What follows belongs to an exercise in optimizing a design on an open flow for small area and a short achievable clock period; a production flow would make more cautious choices.
Function was checked by simulation only, so behaviour that the tests miss may differ from the original.
Power is estimated from default activity; no workload was simulated.

**run.sh**
```bash
#!/bin/bash
# synth_recipe.tcl (not shown) runs the flow's synth.tcl, then flattens the netlist and writes it again
# the make line also repeats each setting of config.mk as NAME=value (left out here)
make -C /OpenROAD-flow-scripts/flow DESIGN_CONFIG=/design/flow/config.mk WORK_HOME=/design/flow/orfs CLKGATE_MAP_FILE= SYNTH_SCRIPT=/design/flow/synth_recipe.tcl finish
```
**config.mk**
```make
export PLATFORM = sky130hd
export DESIGN_NAME = imem_loadable
export DESIGN_NICKNAME = imem_loadable
export VERILOG_FILES = /design/flow/design.v
export SDC_FILE = /design/flow/constraint.sdc
export NUM_CORES = 4
export LEC_CHECK = 0
export CAP_MARGIN = 20
export CORE_MARGIN = 2
export CORE_UTILIZATION = 60
export CTS_CLUSTER_DIAMETER = 120
export CTS_CLUSTER_SIZE = 30
export PLACE_DENSITY = 0.7
export SETUP_SLACK_MARGIN = 1.3
export SLEW_MARGIN = 20
export SYNTH_HIERARCHICAL = 1
```
**constraint.sdc**
```tcl
create_clock -name core_clock -period 3.4 [get_ports {clk}]
set_input_delay 0.6800 -clock core_clock [delete_from_list [all_inputs] [get_ports {clk}]]
set_output_delay 0.6800 -clock core_clock [all_outputs]
set_load 0.01 [all_outputs]
```
**design.v**
```verilog
module imem_loadable #(
  parameter int                    ADDR_WIDTH = 64,
  parameter int                    DATA_WIDTH = 32,
  parameter int                    DEPTH      = 64,
  parameter int                    IDX_W      = $clog2(DEPTH),
  parameter logic [DATA_WIDTH-1:0] NOP_WORD   = 32'hD503201F
) (
  input  logic                  clk,
  input  logic                  reset,
  input  logic                  load_valid,
  output logic                  load_ready,
  input  logic [DATA_WIDTH-1:0] load_data,
  input  logic                  load_last,
  input  logic                  load_restart,
  output logic [IDX_W:0]        load_count,
  output logic                  loaded,
  input  logic                  fetch_req,
  input  logic [ADDR_WIDTH-1:0] fetch_addr,
  output logic                  fetch_valid,
  output logic [DATA_WIDTH-1:0] fetch_instr,
  output logic [1:0]            fetch_fault
);
  logic                  run_reg;
  logic                  ready_reg;
  logic [IDX_W:0]        count_reg;
  logic [DATA_WIDTH-1:0] mem [DEPTH];
  logic [DATA_WIDTH-1:0] instr_reg;
  logic                  fetch_valid_reg;
  logic [1:0]            fault_reg;
  logic             fetch_fire;
  logic             misaligned;
  logic             out_of_range;
  logic             use_nop;
  logic [IDX_W-1:0] fetch_idx;
  logic [DEPTH-1:0] sel;
  logic [DEPTH-1:0] wr;
  assign fetch_fire   = run_reg && fetch_req && !load_restart;
  assign fetch_idx    = fetch_addr[IDX_W+1:2];
  imem_fault #(.ADDR_WIDTH(ADDR_WIDTH), .IDX_W(IDX_W)) u_fault (
    .addr(fetch_addr), .count(count_reg),
    .misaligned(misaligned), .out_of_range(out_of_range), .use_nop(use_nop)
  );
  imem_decode #(.IDX_W(IDX_W), .DEPTH(DEPTH)) u_decode (.idx(fetch_idx), .sel(sel));
  always_ff @(posedge clk) begin
    if (reset) begin
      run_reg   <= 1'b0;
      ready_reg <= 1'b1;
      count_reg <= '0;
    end else if (!run_reg) begin
      if (load_valid) begin
        count_reg <= count_reg + 1'b1;
        if (load_last || count_reg[IDX_W-1:0] == IDX_W'(DEPTH - 1)) begin
          run_reg   <= 1'b1;
          ready_reg <= 1'b0;
        end
      end
    end else if (load_restart) begin
      run_reg   <= 1'b0;
      ready_reg <= 1'b1;
      count_reg <= '0;
    end
  end
  genvar gi, gb;
  generate
    for (gi = 0; gi < DEPTH; gi++) begin : g_word
      assign wr[gi]  = !run_reg && (count_reg[IDX_W-1:0] == IDX_W'(gi));
      for (gb = 0; gb < DATA_WIDTH; gb++) begin : g_bit
        logic nxt;
        imem_hold_mux u_hold (
          .q(mem[gi][gb]), .d(load_data[gb]), .we(wr[gi]), .hold(!wr[gi]), .y(nxt)
        );
        always_ff @(posedge clk) mem[gi][gb] <= nxt;
      end
    end
  endgenerate
  logic [DATA_WIDTH-1:0] rd_word;
  generate
    for (gb = 0; gb < DATA_WIDTH; gb++) begin : g_rd
      logic [DEPTH/8-1:0]  l2;
      logic [DEPTH/16-1:0] l3_n;
      for (gi = 0; gi < DEPTH / 8; gi++) begin : g_l2
        imem_or8 u (
          .m0(mem[8*gi][gb]),   .m1(mem[8*gi+1][gb]), .m2(mem[8*gi+2][gb]), .m3(mem[8*gi+3][gb]),
          .m4(mem[8*gi+4][gb]), .m5(mem[8*gi+5][gb]), .m6(mem[8*gi+6][gb]), .m7(mem[8*gi+7][gb]),
          .s(sel[8*gi+7:8*gi]), .y(l2[gi])
        );
      end
      if (NOP_WORD[gb]) begin : g_one
        imem_nor3 u0 (.a(l2[0]), .b(l2[1]), .c(use_nop), .y(l3_n[0]));
        for (gi = 1; gi < DEPTH / 16; gi++) begin : g_l3
          imem_nor2 u (.a(l2[2*gi]), .b(l2[2*gi+1]), .y(l3_n[gi]));
        end
        imem_nand4 u4 (.a(l3_n[0]), .b(l3_n[1]), .c(l3_n[2]), .d(l3_n[3]), .y(rd_word[gb]));
      end else begin : g_zero
        for (gi = 0; gi < DEPTH / 16; gi++) begin : g_l3
          imem_nor2 u (.a(l2[2*gi]), .b(l2[2*gi+1]), .y(l3_n[gi]));
        end
        imem_a41oi u4 (.a(l3_n[0]), .b(l3_n[1]), .c(l3_n[2]), .d(l3_n[3]), .e(use_nop),
                       .y(rd_word[gb]));
      end
    end
  endgenerate
  always_ff @(posedge clk) begin
    if (reset) begin
      fetch_valid_reg <= 1'b0;
    end else begin
      fetch_valid_reg <= fetch_fire;
    end
    fault_reg <= {out_of_range, misaligned};
    instr_reg <= rd_word;
  end
  assign load_ready  = ready_reg;
  assign loaded      = run_reg;
  assign load_count  = count_reg;
  assign fetch_valid = fetch_valid_reg;
  assign fetch_fault = fault_reg;
  assign fetch_instr = instr_reg;
endmodule
module imem_hold_mux (
  input  logic q, d, we, hold,
  output logic y
);
  assign y = (q & hold) | (d & we);
endmodule
module imem_aoi22 (
  input  logic a, b, c, d,
  output logic y
);
  assign y = !((a & b) | (c & d));
endmodule
module imem_nand4 (
  input  logic a, b, c, d,
  output logic y
);
  assign y = !(a & b & c & d);
endmodule
module imem_nor2 (
  input  logic a, b,
  output logic y
);
  assign y = !(a | b);
endmodule
module imem_nor3 (
  input  logic a, b, c,
  output logic y
);
  assign y = !(a | b | c);
endmodule
module imem_a41oi (
  input  logic a, b, c, d, e,
  output logic y
);
  assign y = !((a & b & c & d) | e);
endmodule
module imem_or8 (
  input  logic       m0, m1, m2, m3, m4, m5, m6, m7,
  input  logic [7:0] s,
  output logic       y
);
  logic [3:0] n;
  assign n[0] = !((m0 & s[0]) | (m1 & s[1]));
  assign n[1] = !((m2 & s[2]) | (m3 & s[3]));
  assign n[2] = !((m4 & s[4]) | (m5 & s[5]));
  assign n[3] = !((m6 & s[6]) | (m7 & s[7]));
  assign y = !(&n);
endmodule
module imem_fault #(
  parameter int ADDR_WIDTH = 64,
  parameter int IDX_W      = 6
) (
  input  logic [ADDR_WIDTH-1:0] addr,
  input  logic [IDX_W:0]        count,
  output logic                  misaligned,
  output logic                  out_of_range,
  output logic                  use_nop
);
  localparam int HI_W = ADDR_WIDTH - IDX_W - 2;    
  localparam int N1   = (HI_W + 3) / 4;            
  localparam int N2   = (N1 + 3) / 4;              
  logic [4*N1-1:0] hi;
  logic [N1-1:0]   l1_n;
  logic [N2-1:0]   l2;
  logic            ge;
  logic [1:0]      l3_n;
  assign hi = (4*N1)'(addr[ADDR_WIDTH-1:IDX_W+2]);
  genvar k;
  generate
    for (k = 0; k < N1; k++) begin : g_l1
      imem_nor4 u (.a(hi[4*k]), .b(hi[4*k+1]), .c(hi[4*k+2]), .d(hi[4*k+3]), .y(l1_n[k]));
    end
    for (k = 0; k < N2; k++) begin : g_l2
      if (4*k + 3 < N1) begin : g_4
        imem_nand4 u (.a(l1_n[4*k]), .b(l1_n[4*k+1]), .c(l1_n[4*k+2]), .d(l1_n[4*k+3]),
                      .y(l2[k]));
      end else begin : g_2
        imem_nand2 u (.a(l1_n[4*k]), .b(l1_n[4*k+1]), .y(l2[k]));
      end
    end
  endgenerate
  imem_or2 u_mis (.a(addr[0]), .b(addr[1]), .y(misaligned));
  imem_or4 u_oor (.a(l2[0]), .b(l2[1]), .c(l2[2]), .d(l2[3]), .y(out_of_range));
  imem_ge #(.IDX_W(IDX_W)) u_ge (.idx(addr[IDX_W+1:2]), .count(count), .ge(ge));
  imem_nor3 u_n0 (.a(l2[0]), .b(l2[1]), .c(l2[2]), .y(l3_n[0]));
  imem_nor4 u_n1 (.a(l2[3]), .b(addr[0]), .c(addr[1]), .d(ge), .y(l3_n[1]));
  imem_nand2 u_nop (.a(l3_n[0]), .b(l3_n[1]), .y(use_nop));
endmodule
module imem_ge #(
  parameter int IDX_W = 6
) (
  input  logic [IDX_W-1:0] idx,
  input  logic [IDX_W:0]   count,
  output logic             ge
);
  logic [IDX_W-1:0] gt_bit, eq_bit;
  logic             lt;
  always_comb begin
    gt_bit = count[IDX_W-1:0] & ~idx;
    eq_bit = ~(count[IDX_W-1:0] ^ idx);
    lt = 1'b0;
    for (int k = 0; k < IDX_W; k++) lt = gt_bit[k] | (eq_bit[k] & lt);
  end
  assign ge = !count[IDX_W] && !lt;
endmodule
module imem_nor4 (
  input  logic a, b, c, d,
  output logic y
);
  assign y = !(a | b | c | d);
endmodule
module imem_nand2 (
  input  logic a, b,
  output logic y
);
  assign y = !(a & b);
endmodule
module imem_or2 (
  input  logic a, b,
  output logic y
);
  assign y = a | b;
endmodule
module imem_or4 (
  input  logic a, b, c, d,
  output logic y
);
  assign y = a | b | c | d;
endmodule
module imem_decode #(
  parameter int IDX_W = 6,
  parameter int DEPTH = 64
) (
  input  logic [IDX_W-1:0] idx,
  output logic [DEPTH-1:0] sel
);
  always_comb
    for (int i = 0; i < DEPTH; i++) sel[i] = (idx == IDX_W'(i));
endmodule
```
==> results of run 1 <==
==> where the power goes <==
group          switching [uW]  internal (uW)
Sequential                554          25500
Clock                    7650           4390
Combinational            1580           1250
Total                    9780          31100
==> per-layer routing <==
metal  global-route usage (%)  up-vias  wire length (um)
met3                     18.2     1206             48600
li1                         -    26800                 -
met5                     1.49        -               329
met4                     29.4       12             22800
met1                     63.6    32500            114000
met2                     66.1     5432            123000
==> cell usage after synthesis (7+ instances only) <==
library cell and n:
inv_1 12, and2_1 14, nor3_2 15, a22o_1 2048
a22oi_1 1024, nand4_1 273, dfxtp_1 2092, clkbuf_1 19
nand3_1 7, nor2_1 245, a21oi_1 11, nor4_2 15
a41oi_2 19, ha_1 9, nand2_1 85
==> layout by cell type, fill, tap and decap left out, types with 4 or more instances in the layout <==
master	count
and3_4	4
buf_8	12
nand2_1	47
nand4_1	273
buf_6	93
dfxtp_2	7
clkinvlp_4	5
nor3_4	12
buf_16	9
nor3_2	4
a21oi_1	10
nor4_2	14
inv_1	7
buf_12	160
a22o_1	2048
buf_4	392
a22oi_2	16
dlygate4sd2_1	11
nand2_8	6
or4b_4	4
dfxtp_1	2061
nor2_2	35
nand2_4	16
bufbuf_16	4
clkdlybuf4s50_1	63
nor2_4	175
clkdlybuf4s15_1	6
dfxtp_4	24
buf_2	49
ha_4	7
and2_4	11
nand4b_1	5
clkbuf_16	85
a41oi_2	19
a22oi_1	1008
nor2_1	93
nand2_2	17
==> final timing paths <==
kind,from,endpoint,depth (start not counted)
hold / removal,load_data[17],mem[1][17],2
setup reg to reg,count_reg[2],instr_reg[26],10
setup / recovery,fetch_addr[3],instr_reg[26],12
hold reg to reg,mem[35][20],mem[35][20],1
==> Yosys stat by module, one instance, submodules excluded, a selection <==
module,area (um^2),flip-flops and latches,copies in the design,cells inside
imem_nand2,3.75,0,2,1
imem_nor3,10.0,0,14,1
imem_nor2,3.75,0,115,1
imem_nor4,12.5,0,15,1
imem_nand4,6.26,0,16,1
imem_loadable,43000,2092,1,2328
imem_hold_mux,8.76,0,2048,1
imem_or2,6.26,0,1,1
==> layout make-up <==
class / instances / area [um^2] / share of cell area, %
Sequential cell: 2092 / 42000 / 48.0
Multi-Input combinational cell: 3877 / 32300 / 36.9
Timing Repair Buffer: 810 / 8940 / 10.2
Clock buffer: 82 / 2050 / 2.35
Tap cell: 1612 / 2020 / 2.31
Inverter: 12 / 60.1 / 0.0687
Clock inverter: 4 / 42.5 / 0.0487
Timing Repair inverter: 1 / 7.51 / 0.00859
Antenna cell: 3 / 7.51 / 0.00859
==> worst reg2reg max path, delay by kind of cell (launching register included) <==
family,cells,cell delay [ns]
AO/OA/AOI/OAI,2,0.23
flip-flops,1,0.40
buffers and inverters,2,0.41
adder cells (fa/ha/maj),1,0.27
AND/OR/NAND/NOR,5,1.16
==> cell families (layout without fill, tap and decap cells) <==
| kind of cell | Yosys count | after routing | synth area share [%] |
|---|---|---|---|
| and+or+nand+nor | 693 | 752 | 5.17 |
| muxes | 2 | 2 | 0.0278 |
| AOI/OAI and AO/OA | 3113 | 3113 | 36.2 |
| adders and majority gates | 9 | 9 | 0.156 |
| other | 0 | 3 | 0 |
| DFF | 2092 | 2092 | 58.2 |
| xor gates and xnor gates | 1 | 1 | 0.0122 |
| buffers and inverters | 40 | 909 | 0.249 |
==> through the flow <==
step / worst slack, ns / setup TNS (ns) / hold WS [ns] / instances / util (%)
after floorplan: 1.00 / 0 / 0.456 / 5950 / -
after global placement: -0.460 / -9.55 / 0.466 / 8070 / 66.8
after detailed placement: -0.472 / -10.16 / 0.471 / 8070 / 66.8
after CTS: 0.871 / 0 / 0.294 / 8434 / 72.2
after global routing: 0.808 / 0 / 0.323 / 8492 / 73.1
final: 0.731 / 0 / 0.309 / 8493 / 73.1
==> what timing repair did <==
item | 4_1_cts | 5_1_grt
setup endpoints to repair | 2126 | 1702
buffers inserted | 208 | 51
cloned | 70 | 5
pin swaps | 144 | 58
resized for setup | 491 | 129
hold buffers | 0 | 0
==> flow_metrics.env, run 1 <==
export IMPL_run_status="timing/DRC/antenna clean"
export IMPL_clkLatencyLatePin_ns=0.75
export IMPL_reg2reg_slack_ns=0.78
export IMPL_leakage_uw=0.0323
export IMPL_pin_count=146
export IMPL_die_h_um=350
export IMPL_die_area_um2=123000
export IMPL_largest_reg_flops=2048
export IMPL_clk_path_buf_depth=3
export IMPL_h_tree_depth=3
export IMPL_antenna_found_initial=9
export IMPL_clk_root_buffer_cell="clkbuf_16"
export IMPL_critical_path_class="input port to register"
export IMPL_syn_nets=6061
export IMPL_fillers=8366
export IMPL_worstPathMaxFanout=16
export IMPL_endpoint_kind="register"
export IMPL_place_hpwl_mm=165
export IMPL_synthArstFlopShare_pct=0
export IMPL_post_synth_inst_count=5950
export IMPL_syn_area_um2=72000
export IMPL_grt_max_degree=65
export IMPL_clock_skew_ns=0.0413
export IMPL_ys_seq_elements=2092
export IMPL_grt_pass1_wl_mm=435
export IMPL_layout_min_cycle_time_ns=2.67
export IMPL_first_global_vias=60900
export IMPL_core_area_um2=119000
export IMPL_setup_viol=0
export IMPL_drv_slew=0
export IMPL_cts_sinks=2092
export IMPL_fin_total_pwr_uw=40900
export IMPL_cp_slowest_stage_delay_ns=0.61
export IMPL_cp_arrival_ns=3.28
export IMPL_totalWireLength_mm=309
export IMPL_avgSynthCellArea_um2=12.1
export IMPL_wl_per_cell_um=36.3
export IMPL_ys_warnings_count=11
export IMPL_die_w_um=350
export IMPL_drc=0
export IMPL_maxCapViolCount=0
export IMPL_first_pass_iters=7
export IMPL_postRouteAntennaNets=0
export IMPL_clk_pin_slew_worst_paths_ns=0.11
export IMPL_place_gp_congestion=0.983
export IMPL_cts_tree="yes"
export IMPL_num_vias=65900
export IMPL_rsz0062_at_grt="true"
export IMPL_initial_core_util_pct=60.2
export IMPL_critPathBufInv=6
export IMPL_via_per_inst=7.76
export IMPL_synth_top_area_share_pct=58.2
export IMPL_initialDrtViolationCount=10200
export IMPL_relSlewSlack_pct=25.0
export IMPL_cts_buffers=79
export IMPL_synth_distinct_cells=43
export IMPL_layout_nets=6984
export IMPL_hold_class="input port to register"
export IMPL_cp_required_ns=4.01
export IMPL_ys_top_cells_by_area="dfxtp_1, a22o_1, a22oi_1, nand4_1, nor2_1"
export IMPL_grtUsageTotal_pct=48.1
export IMPL_portBuffers=145
export IMPL_ir_drop_uv=536
export IMPL_yosysSeqAreaShare_pct=58.2
export IMPL_row_count=127
export IMPL_fin_area_um2=87400
export IMPL_timing_fmax_ghz=0.375
export IMPL_area_growth_pct=21.4
export IMPL_cp_cell_sequence="buf_6 -> buf_6 -> buf_4 -> or2_2 -> buf_12 -> buf_12 -> nor2_4 -> bufbuf_16 -> a22oi_1 -> nand4_1 -> nor3_4 -> nand4_1"
export IMPL_power_density_nw_per_um2=468
export IMPL_worst_slew_pin_slew_ns=1.12
export IMPL_yosysTopAreaCell="dfxtp_1"
export IMPL_synth_edf_count=0
export IMPL_synthFlopType="dfxtp_1"
export IMPL_overflow=0
export IMPL_cp_start_kind="input port"
export IMPL_postPlaceCellArea_um2=79900
export IMPL_cpMaxStageDelayCell="nor3_4"
export IMPL_cp_top_family="simple AND/OR/NAND/NOR gates"
export IMPL_hold_viol=0
export IMPL_post_route_period_util_pct=78.5
export IMPL_drive_gt1_share_pct=17.7
==> run 2, diff against run 1 <==
--- a/design.v
+++ b/design.v
@@ -21,8 +21,10 @@
   output logic [1:0]            fetch_fault
 );
   logic                  run_reg;
-  logic                  ready_reg;
   logic [IDX_W:0]        count_reg;
+  logic                  run_o_reg;
+  logic                  ready_o_reg;
+  logic [IDX_W:0]        count_o_reg;
   logic [DATA_WIDTH-1:0] mem [DEPTH];
   logic [DATA_WIDTH-1:0] instr_reg;
   logic                  fetch_valid_reg;
@@ -32,7 +34,6 @@
   logic             out_of_range;
   logic             use_nop;
   logic [IDX_W-1:0] fetch_idx;
-  logic [DEPTH-1:0] sel;
   logic [DEPTH-1:0] wr;
   assign fetch_fire   = run_reg && fetch_req && !load_restart;
   assign fetch_idx    = fetch_addr[IDX_W+1:2];
@@ -40,24 +41,46 @@
     .addr(fetch_addr), .count(count_reg),
     .misaligned(misaligned), .out_of_range(out_of_range), .use_nop(use_nop)
   );
-  imem_decode #(.IDX_W(IDX_W), .DEPTH(DEPTH)) u_decode (.idx(fetch_idx), .sel(sel));
+  localparam int SLICE_W = 8;
+  localparam int NSLICE  = DATA_WIDTH / SLICE_W;
+  logic [DEPTH-1:0] sel [NSLICE];
+  genvar gs;
+  generate
+    for (gs = 0; gs < NSLICE; gs++) begin : g_dec
+      imem_decode #(.IDX_W(IDX_W), .DEPTH(DEPTH)) u_decode (.idx(fetch_idx), .sel(sel[gs]));
+    end
+  endgenerate
   always_ff @(posedge clk) begin
     if (reset) begin
       run_reg   <= 1'b0;
-      ready_reg <= 1'b1;
       count_reg <= '0;
     end else if (!run_reg) begin
       if (load_valid) begin
         count_reg <= count_reg + 1'b1;
-        if (load_last || count_reg[IDX_W-1:0] == IDX_W'(DEPTH - 1)) begin
-          run_reg   <= 1'b1;
-          ready_reg <= 1'b0;
-        end
+        if (load_last || count_reg[IDX_W-1:0] == IDX_W'(DEPTH - 1)) run_reg <= 1'b1;
       end
     end else if (load_restart) begin
       run_reg   <= 1'b0;
-      ready_reg <= 1'b1;
       count_reg <= '0;
+    end
+  end
+  always_ff @(posedge clk) begin
+    if (reset) begin
+      run_o_reg   <= 1'b0;
+      ready_o_reg <= 1'b1;
+      count_o_reg <= '0;
+    end else if (ready_o_reg) begin
+      if (load_valid) begin
+        count_o_reg <= count_o_reg + 1'b1;
+        if (load_last || count_o_reg[IDX_W-1:0] == IDX_W'(DEPTH - 1)) begin
+          run_o_reg   <= 1'b1;
+          ready_o_reg <= 1'b0;
+        end
+      end
+    end else if (load_restart) begin
+      run_o_reg   <= 1'b0;
+      ready_o_reg <= 1'b1;
+      count_o_reg <= '0;
     end
   end
   genvar gi, gb;
@@ -67,7 +90,8 @@
       for (gb = 0; gb < DATA_WIDTH; gb++) begin : g_bit
         logic nxt;
         imem_hold_mux u_hold (
-          .q(mem[gi][gb]), .d(load_data[gb]), .we(wr[gi]), .hold(!wr[gi]), .y(nxt)
+          .q(mem[gi][gb]), .d(load_data[gb] ^ NOP_WORD[gb]), .we(wr[gi]), .hold(!wr[gi]),
+          .y(nxt)
         );
         always_ff @(posedge clk) mem[gi][gb] <= nxt;
       end
@@ -82,19 +106,16 @@
         imem_or8 u (
           .m0(mem[8*gi][gb]),   .m1(mem[8*gi+1][gb]), .m2(mem[8*gi+2][gb]), .m3(mem[8*gi+3][gb]),
           .m4(mem[8*gi+4][gb]), .m5(mem[8*gi+5][gb]), .m6(mem[8*gi+6][gb]), .m7(mem[8*gi+7][gb]),
-          .s(sel[8*gi+7:8*gi]), .y(l2[gi])
+          .s(sel[gb/SLICE_W][8*gi+7:8*gi]), .y(l2[gi])
         );
       end
+      for (gi = 0; gi < DEPTH / 16; gi++) begin : g_l3
+        imem_nor2 u (.a(l2[2*gi]), .b(l2[2*gi+1]), .y(l3_n[gi]));
+      end
       if (NOP_WORD[gb]) begin : g_one
-        imem_nor3 u0 (.a(l2[0]), .b(l2[1]), .c(use_nop), .y(l3_n[0]));
-        for (gi = 1; gi < DEPTH / 16; gi++) begin : g_l3
-          imem_nor2 u (.a(l2[2*gi]), .b(l2[2*gi+1]), .y(l3_n[gi]));
-        end
-        imem_nand4 u4 (.a(l3_n[0]), .b(l3_n[1]), .c(l3_n[2]), .d(l3_n[3]), .y(rd_word[gb]));
+        imem_a41o u4 (.a(l3_n[0]), .b(l3_n[1]), .c(l3_n[2]), .d(l3_n[3]), .e(use_nop),
+                      .y(rd_word[gb]));
       end else begin : g_zero
-        for (gi = 0; gi < DEPTH / 16; gi++) begin : g_l3
-          imem_nor2 u (.a(l2[2*gi]), .b(l2[2*gi+1]), .y(l3_n[gi]));
-        end
         imem_a41oi u4 (.a(l3_n[0]), .b(l3_n[1]), .c(l3_n[2]), .d(l3_n[3]), .e(use_nop),
                        .y(rd_word[gb]));
       end
@@ -109,9 +130,9 @@
     fault_reg <= {out_of_range, misaligned};
     instr_reg <= rd_word;
   end
-  assign load_ready  = ready_reg;
-  assign loaded      = run_reg;
-  assign load_count  = count_reg;
+  assign load_ready  = ready_o_reg;
+  assign loaded      = run_o_reg;
+  assign load_count  = count_o_reg;
   assign fetch_valid = fetch_valid_reg;
   assign fetch_fault = fault_reg;
   assign fetch_instr = instr_reg;
@@ -255,3 +276,9 @@
   always_comb
     for (int i = 0; i < DEPTH; i++) sel[i] = (idx == IDX_W'(i));
 endmodule
+module imem_a41o (
+  input  logic a, b, c, d, e,
+  output logic y
+);
+  assign y = (a & b & c & d) | e;
+endmodule
--- a/config.mk
+++ b/config.mk
@@ -8,9 +8,9 @@
 export CAP_MARGIN = 20
 export CORE_MARGIN = 2
 export CORE_UTILIZATION = 60
-export CTS_CLUSTER_DIAMETER = 120
-export CTS_CLUSTER_SIZE = 30
+export CTS_CLUSTER_DIAMETER = 100
+export CTS_CLUSTER_SIZE = 25
 export PLACE_DENSITY = 0.7
-export SETUP_SLACK_MARGIN = 1.3
+export SETUP_SLACK_MARGIN = 1.4
 export SLEW_MARGIN = 20
 export SYNTH_HIERARCHICAL = 1
==> flow_metrics.env, run 2 <==
export IMPL_post_synth_inst_count=6290
export IMPL_reg2reg_slack_ns=1.04
export IMPL_cts_tree="yes"
export IMPL_die_area_um2=126000
export IMPL_r2r_cells=9
export IMPL_grt_max_degree=65
export IMPL_wl_per_cell_um=33.5
export IMPL_drc=0
export IMPL_syn_nets=6402
export IMPL_min_path_cells=2
export IMPL_syn_area_um2=73800
export IMPL_worst_slew_pin_slew_ns=1.16
export IMPL_die_h_um=355
export IMPL_portBuffers=145
export IMPL_yosysMostFrequentCell="dfxtp_1"
export IMPL_ys_warnings_count=12
export IMPL_cp_cell_sequence="ha_1 -> nand3_1 -> a21oi_2 -> a311oi_4 -> nor4_4 -> nand2_4 -> buf_12 -> buf_12 -> a41o_1"
export IMPL_largest_reg_flops=2048
export IMPL_cp_required_ns=4.06
export IMPL_synth_common_cells="dfxtp_1, a22o_1, a22oi_1"
export IMPL_cpMaxStageDelayCell="a311oi_4"
export IMPL_fillers=8968
export IMPL_synthArstFlopShare_pct=0
export IMPL_r2r_end="instr_reg[17]"
export IMPL_initialDrtViolationCount=10500
export IMPL_hold_viol=0
export IMPL_clk_path_buf_depth=3
export IMPL_critical_path_class="register to register"
export IMPL_holdBufCountCts=0
export IMPL_power_density_nw_per_um2=478
export IMPL_synth_distinct_cells=47
export IMPL_core_area_um2=122000
export IMPL_hold_class="input port to register"
export IMPL_initial_core_util_pct=60.5
export IMPL_layout_setup_ws_ns=1.04
export IMPL_timing_rr_start="count_reg[3]"
export IMPL_cp_arrival_ns=3.02
export IMPL_synth_top_area_share_pct=57.0
export IMPL_via_per_inst=7.59
export IMPL_drive_gt1_share_pct=15.9
export IMPL_place_gp_congestion=1.05
export IMPL_first_global_vias=61100
export IMPL_die_w_um=355
export IMPL_rsz0062_at_grt="true"
export IMPL_ys_seq_elements=2100
export IMPL_tns_ns=0
export IMPL_drv_slew=0
export IMPL_num_vias=64600
export IMPL_relSlewSlack_pct=22.8
export IMPL_pin_count=146
export IMPL_row_count=128
export IMPL_grt_pass1_wl_mm=412
export IMPL_layout_commonest_cell="dfxtp_1"
export IMPL_maxCapViolCount=0
export IMPL_synthFlopType="dfxtp_1"
export IMPL_synth_edf_count=0
export IMPL_layout_min_cycle_time_ns=2.36
export IMPL_leakage_uw=0.0313
export IMPL_grtUsageTotal_pct=43.3
export IMPL_post_route_period_util_pct=69.4
export IMPL_cp_start_kind="register"
export IMPL_timing_fmax_ghz=0.424
export IMPL_clkLatencyLatePin_ns=0.74
export IMPL_ys_top_cells_by_area="dfxtp_1, a22o_1, a22oi_1, nor2_1, nand4_1"
export IMPL_antenna_found_initial=10
export IMPL_layout_nets=6998
export IMPL_yosysTopAreaCell="dfxtp_1"
export IMPL_dp_slack_ns=-0.255
export IMPL_clock_skew_ns=0.0333
export IMPL_first_pass_iters=6
export IMPL_h_tree_depth=3
export IMPL_overflow=0
export IMPL_clk_pin_slew_worst_paths_ns=0.11
export IMPL_run_status="timing/DRC/antenna clean"
export IMPL_path_common_cell="buf_12"
export IMPL_ir_drop_uv=481
export IMPL_cts_buffers=93
export IMPL_area_growth_pct=16.4
export IMPL_hold_start="load_data[9]"
export IMPL_holdPathEnd="mem[59][9]"
export IMPL_cts_sinks=2100
export IMPL_yosysSeqAreaShare_pct=57.0
export IMPL_cp_slowest_stage_delay_ns=0.57
export IMPL_layout_common_cells="dfxtp_1, a22o_1, a22oi_1"
export IMPL_postRouteAntennaNets=0
export IMPL_place_hpwl_mm=179
export IMPL_totalWireLength_mm=285
export IMPL_clk_root_buffer_cell="clkbuf_16"
export IMPL_worstPathMaxFanout=16
export IMPL_setup_viol=0
export IMPL_endpoint_kind="register"
export IMPL_avgSynthCellArea_um2=11.7
run 2: cell count changes in the layout (fill, tap and decap cells not counted), moves of 23 or more:
cell	change
buf_12	-104
nor2_1	+60
nand4bb_1	+23
nor2_2	+94
buf_2	-24
buf_4	-101
run 2: kinds of logic (layout without fill, tap and decap cells):
family | count (synthesis) | in the layout | synth area share (%)
AO/OA/AOI/OAI | 3138 | 3138 | 35.6
multiplexers | 4 | 4 | 0.0610
AND/OR/NAND/NOR | 943 | 944 | 6.67
buffers and inverters | 94 | 691 | 0.517
flip-flops | 2100 | 2100 | 57.0
XOR/XNOR | 1 | 1 | 0.0119
other | 0 | 2 | 0
adder cells (fa/ha/maj) | 10 | 10 | 0.170
run 2: stage by stage:
step                      utilization, %  hold slack [ns]  area (um^2)  power (uW)  cells
final                               70.5            0.460        85900       41100   8515
after global routing                70.5            0.458        85900       42000   8513
after CTS                           69.8            0.434        85100       40900   8494
after detailed placement            66.6            0.471        81100       28600   8346
after global placement              66.6            0.466        81100       28500   8346
after floorplan                        -            0.451        74900       27400   6290
run 2: layer usage:
metal,part of all wire [%],routed length (um),GRT usage [%],vias up
met5,0.067,192,0,-
met1,39,112000,60.0,32200
met2,41,117000,61.1,4576
li1,-,-,-,27200
met3,14,39800,13.5,700
met4,5.4,15400,21.4,18
run 2: timing repair:
item                                    in CTS  in global routing
endpoints found under the setup margin    2126               1600
cloned                                       6                  6
resized for setup                          524                162
pin swaps                                   29                 33
setup buffers                               45                 13
run 2: how the worst max path moves through the flow:
stage	cells after the start	start	to
floorplan	6	count_reg[5]	mem[42][0]
global placement	10	fetch_addr[2]	instr_reg[1]
detailed placement	10	fetch_addr[3]	instr_reg[1]
CTS	9	count_reg[2]	instr_reg[17]
global route	8	count_reg[5]	instr_reg[17]
finish	9	count_reg[3]	instr_reg[17]
run 2: area by class of cell:
type / count / area (um^2) / share of cell area [%]
Clock buffer: 97 / 2430 / 2.83
Inverter: 31 / 141 / 0.165
Multi-Input combinational cell: 4097 / 33400 / 38.9
Timing Repair inverter: 1 / 7.51 / 0.00874
Antenna cell: 2 / 5.00 / 0.00583
Sequential cell: 2100 / 42200 / 49.1
Timing Repair Buffer: 562 / 5670 / 6.61
Tap cell: 1625 / 2030 / 2.37
run 2: report_power, final:
group          internal, uW  switching, uW  total [uW]  leakage, uW
clock network          5100           7660       12800      0.00120
logic                  1030           1480        2510       0.0131
registers             25400            446       25800       0.0170
total                 31500           9580       41100       0.0313
run 2: worst max-delay path, delay by kind of cell, from the launching register on:
family	cells	cell delay [ns]
DFF	1	0.50
AOI/OAI and AO/OA	3	0.75
buffers and inverters	2	0.31
and+or+nand+nor	3	0.44
adders and majority gates	1	0.27
run 2: modules after synthesis, one instance, submodules excluded, excerpt:
module | area, um^2 | flops+latches
imem_loadable | 43400 | 2100
imem_or8 | 36.3 | 0
imem_a41oi | 16.3 | 0
imem_nor4 | 12.5 | 0
imem_a41o | 10.0 | 0
imem_nor3 | 10.0 | 0
imem_hold_mux | 8.76 | 0
imem_or4 | 7.51 | 0
imem_nand4 | 6.26 | 0
imem_or2 | 6.26 | 0
imem_nand2 | 3.75 | 0
imem_nor2 | 3.75 | 0
==> run 3, diff against run 2 <==
--- a/design.v
+++ b/design.v
@@ -38,18 +38,21 @@
   assign fetch_fire   = run_reg && fetch_req && !load_restart;
   assign fetch_idx    = fetch_addr[IDX_W+1:2];
   imem_fault #(.ADDR_WIDTH(ADDR_WIDTH), .IDX_W(IDX_W)) u_fault (
-    .addr(fetch_addr), .count(count_reg),
+    .addr(fetch_addr),
     .misaligned(misaligned), .out_of_range(out_of_range), .use_nop(use_nop)
   );
   localparam int SLICE_W = 8;
   localparam int NSLICE  = DATA_WIDTH / SLICE_W;
-  logic [DEPTH-1:0] sel [NSLICE];
+  localparam int NGRP    = DEPTH / 8;
+  logic [7:0]      sel_lo [NSLICE];
+  logic [NGRP-1:0] sel_hi;
   genvar gs;
   generate
     for (gs = 0; gs < NSLICE; gs++) begin : g_dec
-      imem_decode #(.IDX_W(IDX_W), .DEPTH(DEPTH)) u_decode (.idx(fetch_idx), .sel(sel[gs]));
-    end
-  endgenerate
+      imem_decode #(.IDX_W(3), .DEPTH(8)) u_lo (.idx(fetch_idx[2:0]), .sel(sel_lo[gs]));
+    end
+  endgenerate
+  imem_decode #(.IDX_W(IDX_W - 3), .DEPTH(NGRP)) u_hi (.idx(fetch_idx[IDX_W-1:3]), .sel(sel_hi));
   always_ff @(posedge clk) begin
     if (reset) begin
       run_reg   <= 1'b0;
@@ -83,14 +86,18 @@
       count_o_reg <= '0;
     end
   end
+  logic             clear;
+  logic [DEPTH-1:0] keep;
+  assign clear = reset || (run_reg && load_restart);
   genvar gi, gb;
   generate
     for (gi = 0; gi < DEPTH; gi++) begin : g_word
-      assign wr[gi]  = !run_reg && (count_reg[IDX_W-1:0] == IDX_W'(gi));
+      assign wr[gi]   = !run_reg && !reset && (count_reg[IDX_W-1:0] == IDX_W'(gi));
+      assign keep[gi] = !wr[gi] && !clear;
       for (gb = 0; gb < DATA_WIDTH; gb++) begin : g_bit
         logic nxt;
         imem_hold_mux u_hold (
-          .q(mem[gi][gb]), .d(load_data[gb] ^ NOP_WORD[gb]), .we(wr[gi]), .hold(!wr[gi]),
+          .q(mem[gi][gb]), .d(load_data[gb] ^ NOP_WORD[gb]), .we(wr[gi]), .hold(keep[gi]),
           .y(nxt)
         );
         always_ff @(posedge clk) mem[gi][gb] <= nxt;
@@ -100,17 +107,18 @@
   logic [DATA_WIDTH-1:0] rd_word;
   generate
     for (gb = 0; gb < DATA_WIDTH; gb++) begin : g_rd
-      logic [DEPTH/8-1:0]  l2;
-      logic [DEPTH/16-1:0] l3_n;
-      for (gi = 0; gi < DEPTH / 8; gi++) begin : g_l2
+      logic [NGRP-1:0]   l2;
+      logic [NGRP/2-1:0] l3_n;
+      for (gi = 0; gi < NGRP; gi++) begin : g_l2
         imem_or8 u (
           .m0(mem[8*gi][gb]),   .m1(mem[8*gi+1][gb]), .m2(mem[8*gi+2][gb]), .m3(mem[8*gi+3][gb]),
           .m4(mem[8*gi+4][gb]), .m5(mem[8*gi+5][gb]), .m6(mem[8*gi+6][gb]), .m7(mem[8*gi+7][gb]),
-          .s(sel[gb/SLICE_W][8*gi+7:8*gi]), .y(l2[gi])
+          .s(sel_lo[gb/SLICE_W]), .y(l2[gi])
         );
       end
-      for (gi = 0; gi < DEPTH / 16; gi++) begin : g_l3
-        imem_nor2 u (.a(l2[2*gi]), .b(l2[2*gi+1]), .y(l3_n[gi]));
+      for (gi = 0; gi < NGRP / 2; gi++) begin : g_l3
+        imem_aoi22 u (.a(l2[2*gi]), .b(sel_hi[2*gi]), .c(l2[2*gi+1]), .d(sel_hi[2*gi+1]),
+                      .y(l3_n[gi]));
       end
       if (NOP_WORD[gb]) begin : g_one
         imem_a41o u4 (.a(l3_n[0]), .b(l3_n[1]), .c(l3_n[2]), .d(l3_n[3]), .e(use_nop),
@@ -190,7 +198,6 @@
   parameter int IDX_W      = 6
 ) (
   input  logic [ADDR_WIDTH-1:0] addr,
-  input  logic [IDX_W:0]        count,
   output logic                  misaligned,
   output logic                  out_of_range,
   output logic                  use_nop
@@ -201,7 +208,6 @@
   logic [4*N1-1:0] hi;
   logic [N1-1:0]   l1_n;
   logic [N2-1:0]   l2;
-  logic            ge;
   logic [1:0]      l3_n;
   assign hi = (4*N1)'(addr[ADDR_WIDTH-1:IDX_W+2]);
   genvar k;
@@ -220,27 +226,9 @@
   endgenerate
   imem_or2 u_mis (.a(addr[0]), .b(addr[1]), .y(misaligned));
   imem_or4 u_oor (.a(l2[0]), .b(l2[1]), .c(l2[2]), .d(l2[3]), .y(out_of_range));
-  imem_ge #(.IDX_W(IDX_W)) u_ge (.idx(addr[IDX_W+1:2]), .count(count), .ge(ge));
   imem_nor3 u_n0 (.a(l2[0]), .b(l2[1]), .c(l2[2]), .y(l3_n[0]));
-  imem_nor4 u_n1 (.a(l2[3]), .b(addr[0]), .c(addr[1]), .d(ge), .y(l3_n[1]));
+  imem_nor3 u_n1 (.a(l2[3]), .b(addr[0]), .c(addr[1]), .y(l3_n[1]));
   imem_nand2 u_nop (.a(l3_n[0]), .b(l3_n[1]), .y(use_nop));
-endmodule
-module imem_ge #(
-  parameter int IDX_W = 6
-) (
-  input  logic [IDX_W-1:0] idx,
-  input  logic [IDX_W:0]   count,
-  output logic             ge
-);
-  logic [IDX_W-1:0] gt_bit, eq_bit;
-  logic             lt;
-  always_comb begin
-    gt_bit = count[IDX_W-1:0] & ~idx;
-    eq_bit = ~(count[IDX_W-1:0] ^ idx);
-    lt = 1'b0;
-    for (int k = 0; k < IDX_W; k++) lt = gt_bit[k] | (eq_bit[k] & lt);
-  end
-  assign ge = !count[IDX_W] && !lt;
 endmodule
 module imem_nor4 (
   input  logic a, b, c, d,
==> flow_metrics.env, run 3 <==
export IMPL_run_status="timing/DRC/antenna clean"
export IMPL_grt_pass1_wl_mm=416
export IMPL_post_synth_inst_count=5912
export IMPL_postRouteAntennaNets=0
export IMPL_dp_cells=8026
export IMPL_die_h_um=354
export IMPL_synthFlopType="dfxtp_1"
export IMPL_ys_warnings_count=11
export IMPL_via_per_inst=7.75
export IMPL_clk_root_buffer_cell="clkbuf_16"
export IMPL_core_area_um2=122000
export IMPL_largest_reg_flops=2048
export IMPL_r2r_cells=8
export IMPL_grt_max_degree=65
export IMPL_die_area_um2=125000
export IMPL_layout_min_cycle_time_ns=2.23
export IMPL_holdBufCountCts=0
export IMPL_endpoint_kind="register"
export IMPL_yosysMostFrequentCell="dfxtp_1"
export IMPL_clk_pin_slew_worst_paths_ns=0.10
export IMPL_avgSynthCellArea_um2=12.4
export IMPL_ir_drop_uv=504
export IMPL_ys_seq_elements=2099
export IMPL_clock_skew_ns=0.0278
export IMPL_synth_area_mux_share_pct=0.0290
export IMPL_totalWireLength_mm=305
export IMPL_synth_top_family_by_area="compound AO/OA/AOI/OAI gates"
export IMPL_portBuffers=145
export IMPL_cp_slowest_stage_delay_ns=0.63
export IMPL_layout_common_cells="dfxtp_1, a22o_1, a22oi_1"
export IMPL_die_w_um=354
export IMPL_worst_path_stages=9
export IMPL_grtUsageTotal_pct=44.3
export IMPL_path_common_cell="buf_16"
export IMPL_post_route_util_pct=74.0
export IMPL_wl_per_cell_um=36.0
export IMPL_yosys_area_share_simple_pct=4.32
export IMPL_first_global_vias=60600
export IMPL_drv_slew=0
export IMPL_leakage_uw=0.0330
export IMPL_relSlewSlack_pct=26.1
export IMPL_synth_common_cells="dfxtp_1, a22o_1, a22oi_1"
export IMPL_fin_area_um2=90000
export IMPL_synth_fa_ha_area_share_pct=0.0853
export IMPL_drive_gt1_share_pct=19.3
export IMPL_syn_nets=6019
export IMPL_cp_arrival_ns=2.83
export IMPL_yosysTopAreaCell="dfxtp_1"
export IMPL_drc=0
export IMPL_cp_top_family="compound AO/OA/AOI/OAI gates"
export IMPL_cts_tree="yes"
export IMPL_yosysSeqAreaShare_pct=57.3
export IMPL_min_path_cells=1
export IMPL_post_route_period_util_pct=65.4
export IMPL_synth_xor_area_share_pct=0.0239
export IMPL_synth_top_area_share_pct=57.3
export IMPL_maxCapViolCount=0
export IMPL_rsz0062_at_grt="true"
export IMPL_area_growth_pct=22.7
export IMPL_num_vias=65700
export IMPL_overflow=0
export IMPL_hold_class="register to register"
export IMPL_worst_slew_pin_slew_ns=1.11
export IMPL_place_gp_congestion=0.954
export IMPL_initialDrtViolationCount=10800
export IMPL_pin_count=146
export IMPL_synth_edf_count=0
export IMPL_clk_path_buf_depth=3
export IMPL_antenna_found_initial=8
export IMPL_cts_sinks=2099
export IMPL_synthArstFlopShare_pct=0
export IMPL_cts_buffers=94
export IMPL_h_tree_depth=3
export IMPL_initial_core_util_pct=60.3
export IMPL_critPathBufInv=4
export IMPL_ys_top_cells_by_area="dfxtp_1, a22o_1, a22oi_1, nand4_1, a22oi_2"
export IMPL_synth_distinct_cells=55
export IMPL_postPlaceCellArea_um2=81700
export IMPL_clkLatencyLatePin_ns=0.76
export IMPL_power_density_nw_per_um2=461
export IMPL_syn_area_um2=73400
export IMPL_first_pass_iters=8
export IMPL_synth_compound_area_share_pct=37.9
export IMPL_worstPathMaxFanout=7
export IMPL_cpMaxStageDelayCell="a22oi_2"
export IMPL_setup_viol=0
export IMPL_layout_commonest_cell="dfxtp_1"
export IMPL_timing_fmax_ghz=0.449
export IMPL_holdWs_ns=0.492
export IMPL_critical_path_class="input port to register"
export IMPL_tns_ns=0
export IMPL_final_cells=8470
export IMPL_cp_required_ns=4.01
export IMPL_cp_cell_sequence="buf_16 -> buf_8 -> nor3b_4 -> buf_12 -> buf_16 -> a22oi_1 -> nand4_1 -> a22oi_2 -> a41oi_2"
export IMPL_layout_nets=6940
export IMPL_hold_viol=0
export IMPL_row_count=128
export IMPL_cp_start_kind="input port"
export IMPL_place_hpwl_mm=171
-- run 3: cell count changes after synthesis, sizes merged, moves of 8 or more --
cell     before   now
inv          31    18
clkbuf       49     8
and2         12     0
nor3b         3    17
nand3b        2    10
nand4bb      24     1
a22oi      1025  1152
nand4b       17     1
and3b         2    16
or4b         16     2
nor2        451   135
nand2        83     6
-- run 3: what timing repair did --
action,CTS,global route
pin swaps,103,151
setup endpoints to repair,2126,1687
gates resized for setup,402,213
buffers inserted,128,105
gates cloned,43,60
-- run 3: area by class of cell --
| cell class | instances | area [um^2] |
|---|---|---|
| timing repair buffer | 816 | 10500 |
| sequential | 2099 | 42100 |
| fill | 8356 | 31600 |
| tap | 1625 | 2030 |
| multi-input combinational | 3804 | 32800 |
| antenna | 5 | 12.5 |
| clock inverter | 6 | 63.8 |
| clock buffer | 97 | 2430 |
| inverter | 18 | 72.6 |
-- run 3: where the power goes --
group	internal (uW)	leakage [uW]	switching, uW
Clock	5150	0.00123	7870
Combinational	1210	0.0148	2550
Sequential	24700	0.0169	62.4
Total	31000	0.0330	10500
-- run 3: worst paths after layout --
kind / slack [ns] / startpoint / to
worst min register to register: 0.49 / mem[12][3] / mem[12][3]
worst min-delay path: 0.49 / mem[12][3] / mem[12][3]
worst max-delay path: 1.17 / fetch_addr[2] / instr_reg[19]
worst max register to register: 1.22 / count_reg[4] / mem[9][1]
-- run 3: stage by stage --
step | total power (uW) | setup slack [ns]
2_1_floorplan | 26200 | 0.645
3_3_place_gp | 27900 | 0.0523
3_5_place_dp | 28000 | 0.0855
4_1_cts | 40800 | 1.29
5_1_grt | 42300 | 1.20
6_report | 41500 | 1.17
-- run 3: cell families (layout without fill, tap and decap cells) --
logic type	after synthesis	count (layout)
buffers and inverters	42	937
AOI/OAI and AO/OA	3261	3261
xor gates and xnor gates	2	2
other	0	5
muxes	2	2
and+or+nand+nor	501	534
DFF	2099	2099
adders and majority gates	5	5
-- run 3: per-layer routing --
metal,global-route usage (%),wire [um],vias up
met5,0,170,-
met4,22.9,19600,4
met3,14.7,48000,852
met2,60.8,122000,5026
met1,61.8,115000,32800
li1,-,-,27000
-- run 3: Yosys stat by module, one instance, submodules excluded, excerpt --
| module | flip-flops and latches | cells | copies in the design |
|---|---|---|---|
| imem_nor4 | 0 | 1 | 14 |
| imem_nand4 | 0 | 1 | 3 |
| imem_a41oi | 0 | 1 | 19 |
| imem_nor3 | 0 | 1 | 2 |
| imem_or4 | 0 | 1 | 1 |
| imem_or2 | 0 | 1 | 1 |
==> run 4, diff against run 3 <==
--- a/design.v
+++ b/design.v
@@ -89,11 +89,13 @@
   logic             clear;
   logic [DEPTH-1:0] keep;
   assign clear = reset || (run_reg && load_restart);
+  imem_wdec #(.IDX_W(IDX_W), .DEPTH(DEPTH)) u_wdec (
+    .ptr(count_reg[IDX_W-1:0]), .load_mode(!run_reg && !reset), .clear(clear),
+    .wr(wr), .keep(keep)
+  );
   genvar gi, gb;
   generate
     for (gi = 0; gi < DEPTH; gi++) begin : g_word
-      assign wr[gi]   = !run_reg && !reset && (count_reg[IDX_W-1:0] == IDX_W'(gi));
-      assign keep[gi] = !wr[gi] && !clear;
       for (gb = 0; gb < DATA_WIDTH; gb++) begin : g_bit
         logic nxt;
         imem_hold_mux u_hold (
@@ -270,3 +272,26 @@
 );
   assign y = (a & b & c & d) | e;
 endmodule
+module imem_wdec #(
+  parameter int IDX_W = 6,
+  parameter int DEPTH = 64
+) (
+  input  logic [IDX_W-1:0] ptr,
+  input  logic             load_mode,
+  input  logic             clear,
+  output logic [DEPTH-1:0] wr,
+  output logic [DEPTH-1:0] keep
+);
+  localparam int LO_W = IDX_W / 2;
+  localparam int HI_W = IDX_W - LO_W;
+  logic [(1<<LO_W)-1:0] lo;
+  logic [(1<<HI_W)-1:0] hi;
+  always_comb begin
+    for (int j = 0; j < (1 << LO_W); j++) lo[j] = load_mode && (ptr[LO_W-1:0] == LO_W'(j));
+    for (int k = 0; k < (1 << HI_W); k++) hi[k] = (ptr[IDX_W-1:LO_W] == HI_W'(k));
+    for (int i = 0; i < DEPTH; i++) begin
+      wr[i]   = lo[i % (1 << LO_W)] && hi[i >> LO_W];
+      keep[i] = !wr[i] && !clear;
+    end
+  end
+endmodule
==> flow_metrics.env, run 4 <==
export IMPL_pin_count=146
export IMPL_post_route_period_util_pct=71.2
export IMPL_yosysSeqAreaShare_pct=57.2
export IMPL_die_h_um=354
export IMPL_grtUsageTotal_pct=47.6
export IMPL_syn_nets=6042
export IMPL_cts_sinks=2099
export IMPL_drv_slew=0
export IMPL_grt_pass1_wl_mm=443
export IMPL_critical_path_class="input port to register"
export IMPL_topRoutingLayerUsed="met5"
export IMPL_place_gp_congestion=0.922
export IMPL_largest_reg_flops=2048
export IMPL_cts_tree="yes"
export IMPL_synthFlopType="dfxtp_1"
export IMPL_layout_commonest_cell="dfxtp_1"
export IMPL_rsz0062_at_grt="true"
export IMPL_endpoint="instr_reg[10]"
export IMPL_portBuffers=145
export IMPL_pwr_share_comb_pct=9.6
export IMPL_worst_slew_pin_slew_ns=1.27
export IMPL_cp_start_kind="input port"
export IMPL_cp_arrival_ns=2.99
export IMPL_fin_total_pwr_uw=41600
export IMPL_cts_buffers=93
export IMPL_wl_met3_mm=55.7
export IMPL_leakage_uw=0.0332
export IMPL_post_synth_inst_count=5938
export IMPL_core_area_um2=122000
export IMPL_maxCapViolCount=0
export IMPL_totalWireLength_mm=333
export IMPL_synth_common_cells="dfxtp_1, a22o_1, a22oi_1"
export IMPL_first_pass_iters=7
export IMPL_drive_gt1_share_pct=19.8
export IMPL_clk_root_buffer_cell="clkbuf_16"
export IMPL_syn_area_um2=73400
export IMPL_ys_top_cells_by_area="dfxtp_1, a22o_1, a22oi_1, nand4_1, a22oi_2"
export IMPL_holdBufCountCts=0
export IMPL_synthArstFlopShare_pct=0
export IMPL_synth_top_area_share_pct=57.2
export IMPL_grt_max_degree=65
export IMPL_clkLatencyLatePin_ns=0.75
export IMPL_initial_core_util_pct=60.4
export IMPL_yosysTopAreaCell="dfxtp_1"
export IMPL_row_count=128
export IMPL_h_tree_depth=3
export IMPL_p_int_uw=30900
export IMPL_timing_rr_start="run_reg"
export IMPL_r2r_cells=8
export IMPL_first_global_vias=62800
export IMPL_initialDrtViolationCount=12100
export IMPL_seq_power_share_pct=59.5
export IMPL_place_hpwl_mm=176
export IMPL_drc=0
export IMPL_worstPathMaxFanout=15
export IMPL_dr_wl_met2_mm=130
export IMPL_p_sw_uw=10600
export IMPL_layout_nets=7003
export IMPL_setup_viol=0
export IMPL_ir_drop_uv=460
export IMPL_cp_required_ns=3.97
export IMPL_reg2reg_slack_ns=1.32
export IMPL_endpoint_kind="register"
export IMPL_wl_per_cell_um=39.0
export IMPL_ys_warnings_count=12
export IMPL_num_vias=68500
export IMPL_postRouteAntennaNets=0
export IMPL_ys_seq_elements=2099
export IMPL_via_per_inst=8.02
export IMPL_overflow=0
export IMPL_wl_met1_mm=116
export IMPL_die_w_um=354
export IMPL_p_sw_share_pct=25.6
export IMPL_clock_skew_ns=0.0248
export IMPL_layout_common_cells="dfxtp_1, a22o_1, a22oi_1"
export IMPL_synth_edf_count=0
export IMPL_r2r_end="mem[31][20]"
export IMPL_die_area_um2=125000
export IMPL_hold_start="load_data[23]"
export IMPL_hold_class="input port to register"
export IMPL_relSlewSlack_pct=15.3
export IMPL_area_growth_pct=24.1
export IMPL_power_density_nw_per_um2=456
export IMPL_antenna_found_initial=20
export IMPL_power_clock_fraction_pct=30.9
export IMPL_run_status="timing/DRC/antenna clean"
export IMPL_layout_min_cycle_time_ns=2.42
export IMPL_clk_pin_slew_worst_paths_ns=0.10
export IMPL_hold_viol=0
export IMPL_setup_worst_path_start="fetch_addr[4]"
export IMPL_tns_ns=0
export IMPL_avgSynthCellArea_um2=12.4
export IMPL_post_route_util_pct=74.9
export IMPL_timing_fmax_ghz=0.413
export IMPL_clk_path_buf_depth=3
export IMPL_synth_distinct_cells=50
export IMPL_yosysMostFrequentCell="dfxtp_1"
==> run 4: critical path, cell delays in order <==
cell and delay, ns:
buf_16 0.12, buf_4 0.17, and3_4 0.26, buf_12 0.21
a22oi_2 0.14, nand4_1 0.43, a22oi_2 0.65, a41oi_2 0.27
==> run 4: final cells by class <==
cell class,count,area (um^2)
flip-flops and latches,2099,42100
multi-input cells,3810,33300
fillers,8022,30500
repair buffers,876,11200
clock buffers,96,2380
well taps,1625,2030
inverters,18,93.8
clock inverters,4,50.0
diodes,9,22.5
repair inverters,1,8.76
==> run 4: routing by layer <==
layer,up-vias,global-route usage [%]
li1,27200,-
met1,33500,62.6
met2,6304,65.7
met3,1485,17.0
met4,22,31.5
met5,-,0
==> run 4: worst min path at each step <==
| stage | cells after the start | slack, ns | to |
|---|---|---|---|
| 2_1_floorplan | 1 | 0.45 | mem[17][10] |
| 3_5_place_dp | 1 | 0.46 | mem[49][28] |
| 4_1_cts | 2 | 0.30 | mem[52][23] |
| 6_report | 2 | 0.32 | mem[51][23] |
| 3_3_place_gp | 1 | 0.46 | mem[33][13] |
| 5_1_grt | 2 | 0.34 | mem[52][23] |
==> run 4: repair_timing <==
action / CTS / global route
setup endpoints to repair: 2115 / 1064
pin swaps: 79 / 123
gates resized for setup: 279 / 151
setup buffers: 170 / 100
gates cloned: 30 / 41
==> run 4: cell families (layout without fill, tap and decap cells) <==
group	after synthesis	count (layout)	share of synthesized area (%)
DFF	2099	2099	57.2
AOI/OAI and AO/OA	3322	3343	38.3
muxes	4	4	0.0562
adders and majority gates	2	2	0.0341
xor gates and xnor gates	1	1	0.0119
and+or+nand+nor	455	460	3.99
other	0	9	0
buffers and inverters	55	995	0.358
==> run 4: power groups by stage <==
stage | Sequential, uW | Combinational, uW | Clock, uW
after floorplan | 25300 | 978 | 0
final | 24700 | 3980 | 12900
after detailed placement | 25300 | 2900 | 0
after global placement | 25300 | 2870 | 0
after global routing | 24700 | 3870 | 13500
after CTS | 24700 | 3380 | 12700
==> run 4: per-stage QoR <==
stage               cell area, um^2  hold WS (ns)  setup WS (ns)  instances
detailed placement            83200         0.464          0.105       8088
floorplan                     74200         0.450          0.645       5938
global placement              83200         0.462          0.133       8086
global route                  91100         0.343           1.05       8531
finish                        91100         0.321          0.979       8538
CTS                           88500         0.301           1.33       8388
==> run 4: modules after synthesis, one instance, submodules excluded, excerpt <==
module	cells inside	cell area (um^2)	flip-flops and latches	copies in the design
imem_nor3	1	10.0	0	2
imem_loadable	2194	42600	2099	1
imem_nand2	1	3.75	0	2
imem_or4	1	7.51	0	1
imem_hold_mux	1	8.76	0	2048
imem_or8	5	36.3	0	256
imem_nor4	1	12.5	0	14
imem_nand4	1	6.26	0	3
imem_or2	1	6.26	0	1
==> run 5, diff against run 4 <==
--- a/config.mk
+++ b/config.mk
@@ -14,3 +14,4 @@
 export SETUP_SLACK_MARGIN = 1.4
 export SLEW_MARGIN = 20
 export SYNTH_HIERARCHICAL = 1
+export TNS_END_PERCENT = 5
==> flow_metrics.env, run 5 <==
export IMPL_run_status="timing/DRC/antenna clean"
export IMPL_synth_distinct_cells=50
export IMPL_cp_top_family="compound AO/OA/AOI/OAI gates"
export IMPL_drv_slew=0
export IMPL_cp_arrival_ns=2.92
export IMPL_layout_commonest_cell="dfxtp_1"
export IMPL_clock_skew_ns=0.0224
export IMPL_tns_ns=0
export IMPL_timing_fmax_ghz=0.419
export IMPL_timing_rr_start="count_reg[1]"
export IMPL_pin_count=146
export IMPL_synth_top_area_share_pct=57.2
export IMPL_ys_warnings_count=12
export IMPL_hold_viol=0
export IMPL_largest_reg_flops=2048
export IMPL_cp_slowest_stage_delay_ns=0.60
export IMPL_drive_gt1_share_pct=16.5
export IMPL_clk_root_buffer_cell="clkbuf_16"
export IMPL_worstPathMaxFanout=8
export IMPL_r2r_end="mem[61][29]"
export IMPL_layout_min_cycle_time_ns=2.39
export IMPL_post_synth_inst_count=5938
export IMPL_hold_class="input port to register"
export IMPL_totalWireLength_mm=312
export IMPL_final_cells=8342
export IMPL_layout_nets=6810
export IMPL_row_count=128
export IMPL_portBuffers=145
export IMPL_cp_start_kind="input port"
export IMPL_synth_edf_count=0
export IMPL_reg2reg_slack_ns=1.11
export IMPL_syn_nets=6042
export IMPL_wl_per_cell_um=37.4
export IMPL_area_growth_pct=19.3
export IMPL_critical_path_class="input port to register"
export IMPL_layout_common_cells="dfxtp_1, a22o_1, a22oi_1"
export IMPL_cts_buffers=93
export IMPL_syn_area_um2=73400
export IMPL_yosysSeqAreaShare_pct=57.2
export IMPL_yosysTopAreaCell="dfxtp_1"
export IMPL_holdBufCountCts=0
export IMPL_initialDrtViolationCount=10100
export IMPL_place_gp_congestion=0.982
export IMPL_setup_viol=0
export IMPL_first_pass_iters=7
export IMPL_relSlewSlack_pct=20.3
export IMPL_cp_required_ns=3.93
export IMPL_die_h_um=354
export IMPL_clkLatencyLatePin_ns=0.75
export IMPL_fin_total_pwr_uw=41000
export IMPL_die_area_um2=125000
export IMPL_ir_drop_uv=518
export IMPL_cp_cell_sequence="buf_12 -> buf_8 -> and3b_2 -> clkbuf_16 -> a22oi_2 -> nand4_1 -> a22oi_2 -> a41oi_2"
export IMPL_holdPathEnd="mem[29][12]"
export IMPL_endpoint_kind="register"
export IMPL_post_route_period_util_pct=70.2
export IMPL_cts_sinks=2099
export IMPL_postRouteAntennaNets=0
export IMPL_yosysMostFrequentCell="dfxtp_1"
export IMPL_maxCapViolCount=0
export IMPL_rsz0062_at_grt="true"
export IMPL_num_vias=65800
export IMPL_drc=0
export IMPL_initial_core_util_pct=60.4
export IMPL_synth_common_cells="dfxtp_1, a22o_1, a22oi_1"
export IMPL_die_w_um=354
export IMPL_grt_max_degree=65
export IMPL_place_hpwl_mm=181
export IMPL_antenna_found_initial=16
export IMPL_ys_seq_elements=2099
export IMPL_hold_start="load_data[12]"
export IMPL_clk_pin_slew_worst_paths_ns=0.10
export IMPL_critPathBufInv=3
export IMPL_min_path_cells=2
export IMPL_synthFlopType="dfxtp_1"
export IMPL_dp_cells=8059
export IMPL_synthArstFlopShare_pct=0
export IMPL_avgSynthCellArea_um2=12.4
export IMPL_clk_path_buf_depth=3
export IMPL_leakage_uw=0.0317
export IMPL_worst_slew_pin_slew_ns=1.20
export IMPL_power_density_nw_per_um2=469
export IMPL_h_tree_depth=3
export IMPL_cts_tree="yes"
export IMPL_via_per_inst=7.89
export IMPL_overflow=0
export IMPL_r2r_cells=3
export IMPL_grt_pass1_wl_mm=437
export IMPL_path_common_cell="a22oi_2"
export IMPL_cpMaxStageDelayCell="a22oi_2"
export IMPL_grtUsageTotal_pct=47.0
export IMPL_core_area_um2=122000
export IMPL_ys_top_cells_by_area="dfxtp_1, a22o_1, a22oi_1, nand4_1, a22oi_2"
export IMPL_first_global_vias=62100
## run 5: what timing repair did
action,4_1_cts,5_1_grt
gates cloned,33,11
resized for setup,158,69
pin swaps,45,55
buffers inserted,89,44
endpoints found under the setup margin,2124,1946
## run 5: where the power goes
part	switching, uW	internal (uW)
combinational	2490	899
sequential	67.7	24700
clock	7840	5090
## run 5: modules after synthesis (local to each module, per instance), a selection
module,cells inside,copies in the design
imem_or2,1,1
imem_or4,1,1
imem_loadable,2194,1
imem_nor3,1,2
imem_nand4,1,3
imem_nor4,1,14
imem_or8,5,256
imem_a41o,1,13
imem_aoi22,1,128
imem_a41oi,1,19
imem_nand2,1,2
imem_hold_mux,1,2048
## run 5: layout make-up
class / count / area [um^2]
Inverter: 18 / 93.8
Clock inverter: 3 / 45.0
Sequential cell: 2099 / 42100
Antenna cell: 6 / 15.0
Multi-Input combinational cell: 3812 / 33100
Timing Repair inverter: 1 / 8.76
Clock buffer: 97 / 2410
Fill cell: 8618 / 34000
Timing Repair Buffer: 681 / 7730
Tap cell: 1625 / 2030
## run 5: per-stage QoR
step | setup WS [ns] | cell area, um^2 | hold slack, ns | utilization (%)
final | 1.01 | 87600 | 0.198 | 72.0
after global routing | 1.10 | 87500 | 0.228 | 72.0
after CTS | 1.14 | 86600 | 0.187 | 71.2
after detailed placement | -0.0464 | 82200 | 0.465 | 67.6
after global placement | -0.0385 | 82000 | 0.462 | 67.5
after floorplan | 0.645 | 74100 | 0.450 | -
## run 5: worst max path at each step
stage             startpoint       endpoint  slack [ns]  cells past startpoint
4_1_cts        fetch_addr[4]   instr_reg[8]        1.14                      8
6_report       fetch_addr[4]   instr_reg[8]        1.01                      8
5_1_grt        fetch_addr[4]  instr_reg[15]        1.10                      9
3_3_place_gp   fetch_addr[3]  instr_reg[16]       -0.04                      7
3_5_place_dp           reset    mem[25][26]       -0.05                      7
2_1_floorplan  fetch_addr[3]   instr_reg[0]        0.65                      5
## run 5: cells by family after synthesis
logic type / Yosys count / share of synthesized area (%)
AO/OA/AOI/OAI: 3322 / 38.3
flip-flops: 2099 / 57.2
AND/OR/NAND/NOR: 455 / 3.99
buffers and inverters: 55 / 0.358
multiplexers: 4 / 0.0562
adder cells (fa/ha/maj): 2 / 0.0341
XOR/XNOR: 1 / 0.0119
## run 5: per-layer routing
layer | track usage [%] | share of wire, % | up-vias
met4 | 32.4 | 8.1 | 12
li1 | - | - | 26800
met5 | 0 | 0.026 | -
met1 | 60.7 | 36 | 32700
met3 | 15.6 | 15 | 1147
met2 | 66.5 | 41 | 5180
==> run 6, diff against run 5 <==
--- a/config.mk
+++ b/config.mk
@@ -11,7 +11,6 @@
 export CTS_CLUSTER_DIAMETER = 100
 export CTS_CLUSTER_SIZE = 25
 export PLACE_DENSITY = 0.7
-export SETUP_SLACK_MARGIN = 1.4
+export SETUP_SLACK_MARGIN = 1.2
 export SLEW_MARGIN = 20
 export SYNTH_HIERARCHICAL = 1
-export TNS_END_PERCENT = 5
==> flow_metrics.env, run 6 <==
export IMPL_initialDrtViolationCount=10100
export IMPL_path_common_cell="buf_12"
export IMPL_cp_required_ns=4.03
export IMPL_core_area_um2=122000
export IMPL_antenna_found_initial=13
export IMPL_r2r_end="mem[3][20]"
export IMPL_grt_pass1_wl_mm=445
export IMPL_clk_path_buf_depth=3
export IMPL_dp_cells=8083
export IMPL_drive_gt1_share_pct=15.7
export IMPL_cp_slowest_stage_delay_ns=0.42
export IMPL_ys_top_cells_by_area="dfxtp_1, a22o_1, a22oi_1, nand4_1, a22oi_2"
export IMPL_timing_rr_start="count_reg[1]"
export IMPL_die_h_um=354
export IMPL_clkLatencyLatePin_ns=0.77
export IMPL_post_route_period_util_pct=66.7
export IMPL_clock_skew_ns=0.0398
export IMPL_cp_arrival_ns=2.90
export IMPL_power_density_nw_per_um2=470
export IMPL_grt_max_degree=65
export IMPL_postPlaceCellArea_um2=82800
export IMPL_largest_reg_flops=2048
export IMPL_yosysTopAreaCell="dfxtp_1"
export IMPL_leakage_uw=0.0315
export IMPL_synth_fa_ha_area_share_pct=0.0341
export IMPL_synthFlopType="dfxtp_1"
export IMPL_run_status="timing/DRC/antenna clean"
export IMPL_yosysSeqAreaShare_pct=57.2
export IMPL_tns_ns=0
export IMPL_h_tree_depth=3
export IMPL_timing_fmax_ghz=0.441
export IMPL_cp_cell_sequence="buf_12 -> buf_12 -> buf_4 -> nor3_4 -> buf_12 -> a22oi_1 -> nand4_1 -> a22oi_2 -> a41o_1"
export IMPL_synth_top_area_share_pct=57.2
export IMPL_via_per_inst=7.95
export IMPL_final_cells=8302
export IMPL_hold_start="load_data[22]"
export IMPL_cts_sinks=2099
export IMPL_ir_drop_uv=474
export IMPL_syn_area_um2=73400
export IMPL_place_gp_congestion=0.978
export IMPL_portBuffers=145
export IMPL_die_w_um=354
export IMPL_cpMaxStageDelayCell="nor3_4"
export IMPL_cts_buffers=93
export IMPL_hold_viol=0
export IMPL_synth_area_mux_share_pct=0.0562
export IMPL_area_growth_pct=18.7
export IMPL_die_area_um2=125000
export IMPL_layout_min_cycle_time_ns=2.27
export IMPL_first_global_vias=62600
export IMPL_synth_xor_area_share_pct=0.0119
export IMPL_synthArstFlopShare_pct=0
export IMPL_maxCapViolCount=0
export IMPL_hold_class="input port to register"
export IMPL_relSlewSlack_pct=19.3
export IMPL_yosys_area_share_simple_pct=3.99
export IMPL_totalWireLength_mm=312
export IMPL_holdBufCountCts=0
export IMPL_fillers=8705
export IMPL_ys_seq_elements=2099
export IMPL_grtUsageTotal_pct=47.9
export IMPL_syn_nets=6042
export IMPL_row_count=128
export IMPL_layout_common_cells="dfxtp_1, a22o_1, a22oi_1"
export IMPL_cts_tree="yes"
export IMPL_pin_count=146
export IMPL_r2r_cells=6
export IMPL_drc=0
export IMPL_synth_compound_area_share_pct=38.3
export IMPL_clk_pin_slew_worst_paths_ns=0.10
export IMPL_drv_slew=0
-- run 6: stage by stage --
step                      util [%]  power, uW  worst slack (ns)  hold slack, ns
after floorplan                  -      26200             0.645           0.451
after global placement        68.0      28100           0.00770           0.462
after detailed placement      68.1      28100            0.0176           0.471
after CTS                     71.4      40700              1.17           0.486
after global routing          71.7      41700              1.17           0.487
final                         71.7      41000              1.13           0.478
-- run 6: worst max-delay path by stage --
stage                  startpoint           end  slack [ns]  cells past startpoint
CTS                       run_reg    mem[41][3]        1.17                      5
global route              run_reg   mem[24][19]        1.17                      7
floorplan           fetch_addr[3]  instr_reg[0]        0.65                      5
detailed placement          reset    mem[60][1]        0.02                      7
finish              fetch_addr[3]  instr_reg[1]        1.13                      9
global placement            reset    mem[37][2]       0.008                      7
-- run 6: power breakdown --
part	switching [uW]	leakage, uW	internal [uW]
sequential	74.4	0.0169	24700
combinational	2500	0.0134	874
clock	7800	0.00120	5080
-- run 6: cell families (layout without fill, tap and decap cells) --
kind of cell / count (synthesis) / in the layout
AO/OA/AOI/OAI: 3322 / 3347
flip-flops: 2099 / 2099
AND/OR/NAND/NOR: 455 / 459
buffers and inverters: 55 / 761
multiplexers: 4 / 4
adder cells (fa/ha/maj): 2 / 2
XOR/XNOR: 1 / 1
other: 0 / 4
-- run 6: cell type report --
cell class	instances	area (um^2)	area share, %
clock inverter	4	42.5	0.0488
clock buffer	97	2410	2.76
tap	1625	2030	2.33
timing repair buffer	642	7460	8.56
sequential	2099	42100	48.3
inverter	18	75.1	0.0862
multi-input combinational	3813	33000	37.9
antenna	4	10.0	0.0115
-- run 6: what timing repair did --
item | 4_1_cts | 5_1_grt
pin swaps | 34 | 20
setup buffers | 71 | 12
endpoints found under the setup margin | 2071 | 618
gates cloned | 31 | 0
resized for setup | 160 | 40
-- run 6: critical path, delay by kind of cell --
kind,cells,cell delay (ns)
and+or+nand+nor,2,0.77
buffers and inverters,4,0.82
AOI/OAI and AO/OA,3,0.58
-- run 6: modules after synthesis, one instance, submodules excluded, excerpt --
module / cell area, um^2 / flops+latches / cells inside / copies in the design
imem_nor4: 12.5 / 0 / 1 / 14
imem_a41oi: 16.3 / 0 / 1 / 19
imem_aoi22: 12.5 / 0 / 1 / 128
imem_nand2: 3.75 / 0 / 1 / 2
imem_or2: 6.26 / 0 / 1 / 1
imem_nand4: 6.26 / 0 / 1 / 3
imem_hold_mux: 8.76 / 0 / 1 / 2048
imem_nor3: 10.0 / 0 / 1 / 2
imem_or8: 36.3 / 0 / 5 / 256
imem_or4: 7.51 / 0 / 1 / 1
imem_loadable: 42600 / 2099 / 2194 / 1
imem_a41o: 10.0 / 0 / 1 / 13
-- run 6: layer usage --
| metal | GRT usage, % | vias to the layer above | share of wire [%] |
|---|---|---|---|
| met5 | 0 | - | 0.029 |
| met4 | 31.0 | 16 | 7.5 |
| met3 | 17.1 | 1271 | 15 |
| met2 | 68.7 | 5349 | 41 |
| met1 | 61.0 | 32600 | 36 |
| li1 | - | 26800 | - |
